From an optimization exercise on the open Yosys and OpenROAD flow, aimed at small area, a short achievable clock period and few clock cycles; shortcuts taken in it are not production practice. The RTL was checked by simulation tests, not by an equivalence proof against the original design.

==> flow/design.v <==
module alpha_calc_param #(
  parameter int DATA_WIDTH   = 16,
  parameter int MAX_SIZE_LOG = 8,
  parameter int ALPHA_WIDTH  = 10,
  parameter int ALPHA_FRAC   = 9
) (
  input  logic                   clk,
  input  logic                   rst,
  input  logic                   x_valid,
  output logic                   x_ready,
  input  logic [DATA_WIDTH-1:0]  x_data,
  input  logic                   xhat_valid,
  output logic                   xhat_ready,
  input  logic [DATA_WIDTH-1:0]  xhat_data,
  input  logic                   xhat_last_s,
  input  logic                   xmean_valid,
  output logic                   xmean_ready,
  input  logic [DATA_WIDTH-1:0]  xmean_data,
  input  logic                   xhatmean_valid,
  output logic                   xhatmean_ready,
  input  logic [DATA_WIDTH-1:0]  xhatmean_data,
  output logic                   alpha_valid,
  input  logic                   alpha_ready,
  output logic [ALPHA_WIDTH-1:0] alpha_data
);
  localparam int D_W   = DATA_WIDTH + 1;
  localparam int P_W   = 2 * D_W;
  localparam int ACC_W = P_W + MAX_SIZE_LOG;
  localparam int Q_W   = ALPHA_WIDTH;
  localparam int SH_W    = Q_W - ALPHA_WIDTH + ALPHA_FRAC;
  localparam int R_W     = ACC_W + Q_W + 1;
  localparam int DIV_CYC = ALPHA_WIDTH + 2;
  localparam int CNT_W   = $clog2(DIV_CYC);
  localparam logic [CNT_W-1:0] DIV_LAST  = CNT_W'(DIV_CYC - 1);
  localparam logic [CNT_W-1:0] ITER_LAST = CNT_W'(Q_W);
  typedef enum logic [2:0] {S_IDLE, S_ACC, S_DIV, S_RND, S_OUT} state_t;
  typedef enum logic [1:0] {R_DIV, R_ZERO, R_SAT} res_t;
  function automatic logic [ALPHA_WIDTH-1:0] sat_alpha(input res_t mode,
                                                       input logic [ALPHA_WIDTH:0] val);
    logic [ALPHA_WIDTH-1:0] r;
    if (mode == R_ZERO)
      r = '0;
    else if (mode == R_SAT || val[ALPHA_WIDTH])
      r = '1;
    else
      r = val[ALPHA_WIDTH-1:0];
    sat_alpha = r;
  endfunction
  state_t                  state, state_nx;
  logic [DATA_WIDTH-1:0]   xmean_q, xhatmean_q;
  logic signed [ACC_W-1:0] num_acc;
  logic [ACC_W-1:0]        den_acc;
  logic [MAX_SIZE_LOG-1:0] smp_cnt;
  logic [CNT_W-1:0]        div_cnt;
  logic [R_W-1:0]          rem, dsr;
  logic [Q_W-1:0]          quo;
  res_t                    res_mode;
  logic [ALPHA_WIDTH-1:0]  alpha_q;
  logic                    mean_hs, pair_hs, blk_end, div_done;
  logic signed [D_W-1:0]   dx, dh;
  logic signed [P_W-1:0]   prod_xh, prod_hh;
  logic [R_W-1:0]          num_u, den_u;
  logic                    num_pos, is_sat;
  assign mean_hs  = (state == S_IDLE) & xmean_valid & xhatmean_valid;
  assign pair_hs  = (state == S_ACC) & x_valid & xhat_valid;
  assign blk_end  = pair_hs & (xhat_last_s | (&smp_cnt));
  assign div_done = (state == S_DIV) && (div_cnt == DIV_LAST);
  assign dx      = $signed({1'b0, x_data}) - $signed({1'b0, xmean_q});
  assign dh      = $signed({1'b0, xhat_data}) - $signed({1'b0, xhatmean_q});
  assign prod_xh = dh * dx;
  assign prod_hh = dh * dh;
  assign num_u   = {{(R_W-ACC_W){1'b0}}, num_acc};
  assign den_u   = {{(R_W-ACC_W){1'b0}}, den_acc};
  assign num_pos = ~num_acc[ACC_W-1] & (|num_acc);
  assign is_sat  = (num_u << ALPHA_FRAC) >= (den_u << ALPHA_WIDTH);
  assign alpha_valid = (state == S_OUT);
  assign alpha_data  = alpha_q;
  always_comb begin
    x_ready        = 1'b0;
    xhat_ready     = 1'b0;
    xmean_ready    = 1'b0;
    xhatmean_ready = 1'b0;
    if (!rst) begin
      if (state == S_IDLE) begin
        xmean_ready    = 1'b1;
        xhatmean_ready = 1'b1;
      end
      if (state == S_ACC) begin
        x_ready    = x_valid & xhat_valid;
        xhat_ready = x_valid & xhat_valid;
      end
    end
  end
  always_ff @(posedge clk or posedge rst) begin
    if (rst)
      state <= S_IDLE;
    else
      state <= state_nx;
  end
  always_comb begin
    state_nx = state;
    unique case (state)
      S_IDLE: if (mean_hs) state_nx = S_ACC;
      S_ACC:  if (blk_end) state_nx = S_DIV;
      S_DIV: begin
        if (div_done) begin
          state_nx = S_OUT;
        end
      end
      S_RND:  state_nx = S_OUT;
      S_OUT:  if (alpha_ready) state_nx = S_IDLE;
      default: state_nx = S_IDLE;
    endcase
  end
  always_ff @(posedge clk or posedge rst) begin
    if (rst) begin
      xmean_q    <= '0;
      xhatmean_q <= '0;
      num_acc    <= '0;
      den_acc    <= '0;
      smp_cnt    <= '0;
      div_cnt    <= '0;
      rem        <= '0;
      dsr        <= '0;
      quo        <= '0;
      res_mode   <= R_ZERO;
      alpha_q    <= '0;
    end else begin
      if (mean_hs) begin
        xmean_q    <= xmean_data;
        xhatmean_q <= xhatmean_data;
        num_acc    <= '0;
        den_acc    <= '0;
        smp_cnt    <= '0;
      end
      if (pair_hs) begin
        num_acc <= num_acc + $signed({{(ACC_W-P_W){prod_xh[P_W-1]}}, prod_xh});
        den_acc <= den_acc + {{(ACC_W-P_W){1'b0}}, prod_hh};
        smp_cnt <= smp_cnt + MAX_SIZE_LOG'(1);
      end
      if (blk_end)
        div_cnt <= '0;
      if (state == S_DIV) begin
        div_cnt <= div_cnt + CNT_W'(1);
        if (div_cnt == '0) begin
          rem <= num_u << SH_W;
          dsr <= den_u << (Q_W - 1);
          quo <= '0;
          if (den_acc == '0 || !num_pos)
            res_mode <= R_ZERO;
          else if (is_sat)
            res_mode <= R_SAT;
          else
            res_mode <= R_DIV;
        end else if (div_cnt <= ITER_LAST) begin
          if (rem >= dsr) begin
            rem <= rem - dsr;
            quo <= {quo[Q_W-2:0], 1'b1};
          end else begin
            quo <= {quo[Q_W-2:0], 1'b0};
          end
          dsr <= dsr >> 1;
        end
      end
      if (div_done)
        alpha_q <= sat_alpha(res_mode, {1'b0, quo});
    end
  end
endmodule
==> flow/run.sh <==
#!/bin/bash
# synth_recipe.tcl (not shown) runs the flow's synth.tcl, then flattens the netlist and writes it again
# the make line also repeats each setting of config.mk as NAME=value (left out here)
make -C /OpenROAD-flow-scripts/flow DESIGN_CONFIG=/design/flow/config.mk WORK_HOME=/design/flow/orfs CLKGATE_MAP_FILE= SYNTH_SCRIPT=/design/flow/synth_recipe.tcl finish
==> flow/config.mk <==
export PLATFORM = sky130hd
export DESIGN_NAME = alpha_calc_param
export DESIGN_NICKNAME = alpha_calc_param
export VERILOG_FILES = /design/flow/design.v
export SDC_FILE = /design/flow/constraint.sdc
export NUM_CORES = 4
export LEC_CHECK = 0
export CAP_MARGIN = 20
export CORE_MARGIN = 2
export CORE_UTILIZATION = 40
export SLEW_MARGIN = 20
==> flow/constraint.sdc <==
create_clock -name core_clock -period 12.0 [get_ports {clk}]
set_input_delay 2.4000 -clock core_clock [delete_from_list [all_inputs] [get_ports {clk}]]
set_output_delay 2.4000 -clock core_clock [all_outputs]
set_load 0.01 [all_outputs]
==> flow_summary.json <==
{
  "synth_top_area_share_pct": 32.0,
  "critPathKind": "in -> reg",
  "grt_max_degree": 165,
  "drive_above_1_share_pct": 6.93,
  "clockBufferDepth": 3,
  "grt_pass1_wl_um": 182000,
  "synth_top_family_by_area": "adder cells",
  "synth_cell_types": 92,
  "tightestPinTransition_ns": 1.06,
  "ant_nets": 0,
  "yosys.area.top_type": "fa_1",
  "fillers": 10000,
  "fin_tns_setup_ns": 0,
  "synth.avg_cell_area_um2": 8.82,
  "cp_common_cell": "fa_1",
  "critPathArrivalTime_ns": 12.07,
  "vias_per_cell": 5.17,
  "gp_congestion": 0.880,
  "synth_adder_area_share_pct": 43.4,
  "synthCells": 4652,
  "grt-ovfl-total": 0,
  "regArea_um2": 6430,
  "setup_slack_ns": 0.479,
  "vias": 32100,
  "synthArstFlopShare_pct": 100,
  "muxShareOfSynthArea_pct": 0.552,
  "design.die.area_um2": 105000,
  "rows": 117,
  "first_global_vias": 32600,
  "end_kind": "register",
  "fmax_mhz": 86.8,
  "wl_per_cell_um": 18.2,
  "multi_input_area_um2": 30600,
  "setup_viol": 0,
  "postLayoutCoreUtil_pct": 44.9,
  "clock_latency_ns": 0.63,
  "dr.pass1.iters": 5,
  "crit_path_max_incr_delay_ns": 0.57,
  "cts_buffers": 31,
  "io_pins": 87,
  "clock_sinks": 257,
  "initial_core_util_pct": 40.3,
  "htreeDepth": 1,
  "holdWs_ns": 0.473,
  "crit_path_max_fanout": 19,
  "cp.required_ns": 12.55,
  "synthSimpleGateAreaFrac_pct": 13.1,
  "fp.dieH_um": 324,
  "synth-compound-area-share_pct": 13.3,
  "finalHoldViolCount": 0,
  "worstSetupStartpointType": "primary input",
  "ys_ff_latch": 257,
  "status": "finished clean",
  "dp_slack_ns": -0.206,
  "drc": 0,
  "ys.flop_type": "dfrtp_1",
  "relSlewSlack_pct": 28.9,
  "period_share_pct": 96.0,
  "yosysWarningCount": 1,
  "grtUsageTotal_pct": 21.6,
  "syn_nets": 5753,
  "min_path_type": "reg -> reg",
  "area.growth.synth_to_final_pct": 11.4,
  "hold_buffers": 0,
  "finalInstanceArea_um2": 45700,
  "hpwl_um": 91000,
  "core_area_um2": 102000,
  "synthTopCellsByArea": "fa_1 (32%), dfrtp_1 (16%), ha_1 (11%)",
  "antennaDiodeCount": 0,
  "max-cap-violations": 0,
  "rrSetupSlack_ns": 2.27,
  "synth.yosys.seq_area_share_pct": 15.7,
  "final_cells": 6202,
  "cts_root_buf": "clkbuf_16",
  "synth_xor_area_share_pct": 4.03,
  "die_w_um": 324,
  "cts_tree": "built",
  "syn_area_um2": 41000,
  "grt_antenna_before_repair": 1,
  "most-common-layout-cells": "inv_1 (906), fa_1 (657), nand2_1 (563)",
  "io_buffers": 86,
  "dpl_cell_area_um2": 44600,
  "synth_edf_count": 0,
  "path_clk_slew_ns": 0.06,
  "drtIter0Drc": 2051,
  "maxSlewViolCount": 0,
  "period_needed_ns": 11.52,
  "skew_ns": 0.0232,
  "finalNetCount": 5912,
  "final_common_cell": "inv_1",
  "crit_slowest_cell": "fa_1",
  "dp.cells": 6145,
  "totalWireLength_um": 113000
}
==> synth_stat cells, types with 69 or more instances <==
master    number
a21o_1        85
a21oi_1      217
clkbuf_1     123
dfrtp_1      256
fa_1         657
ha_1         372
inv_1        908
nand2_1      563
nor2_1       307
o21ai_0      262
xnor2_1      118
xor2_1        69
==> final timing paths <==
check                                           from  cells after the start                 endpoint
max in group asynchronous                        rst                      3  den_acc[26]$_DFFE_PP0P_
min reg2reg                   alpha_q[3]$_DFFE_PP0P_                      2   alpha_q[3]$_DFFE_PP0P_
min                           alpha_q[3]$_DFFE_PP0P_                      2   alpha_q[3]$_DFFE_PP0P_
max reg2reg                xhatmean_q[1]$_DFFE_PP0P_                     43  den_acc[41]$_DFFE_PP0P_
min in group asynchronous                        rst                      2      dsr[43]$_DFFE_PP0P_
max                                     xhat_data[1]                     43  den_acc[41]$_DFFE_PP0P_
==> registers in the layout, summed over array words and instances (netlist names) <==
register	cells
alpha_q	10
den_acc	42
div_cnt	4
dsr	51
num_acc	42
quo	10
rem	53
res_mode	2
smp_cnt	8
state	3
xhatmean_q	16
xmean_q	16
==> logic make-up after synthesis <==
| family | Yosys count |
|---|---|
| AOI/OAI and AO/OA | 864 |
| buffers and inverters | 1080 |
| muxes | 22 |
| adders and majority gates | 1029 |
| xor gates and xnor gates | 188 |
| DFF | 257 |
| and+or+nand+nor | 1212 |
==> layout make-up <==
| class | instances | area share (%) |
|---|---|---|
| inverter | 912 | 7.51 |
| tap | 1368 | 3.74 |
| sequential | 257 | 14.1 |
| multi-input combinational | 3315 | 67.0 |
| clock inverter | 14 | 0.424 |
| clock buffer | 42 | 1.92 |
| timing repair buffer | 294 | 5.33 |
==> layer usage <==
metal,part of all wire (%),track usage [%]
met5,0,0
met2,45,34.2
met4,3.2,5.98
met3,6.2,2.98
met1,46,31.0
==> critical path: cells and delay by family <==
kind / cells / cell delay (ns)
mux: 1 / 0.20
simple gates: 8 / 1.19
fa+ha+maj: 9 / 3.84
buf+inv: 11 / 1.67
xor+xnor: 2 / 0.23
compound gates: 12 / 2.55
==> what timing repair did <==
item / in CTS / in global routing
buffers inserted: 0 / 1
gates resized for setup: 0 / 10
setup endpoints to repair: 0 / 9
Testbench counts, summed over its fixed seeds: cycles 29,038.

-- what the ideal ports hide --
In the flow no input, the clock included, has a driving cell. The finished layout below was timed again as built, in two steps. Step 1 sets driving cells, clkbuf_16 on the clock port and buf_2 on the other inputs (assumed; they add their load-dependent delay and slew). Step 2, shift: input delay + t, output delay - t, t = (earliest + latest rising clock arrival at the registers) / 2. This alone moves slack from input paths to output paths. Three values: ideal ports, drivers, drivers and shift; two values: the first two.
t (ns): 0.695
setup WS [ns]: 0.479 / 0.528 / -0.167
hold slack, ns: 0.473 / 0.473 / 0.473
worst setup path at the end: input to register
With both steps, setup timing fails in this run, where it was met with ideal ports. The setup slack of this run moves by +0.049 ns with the drivers and by -0.646 ns with both steps.
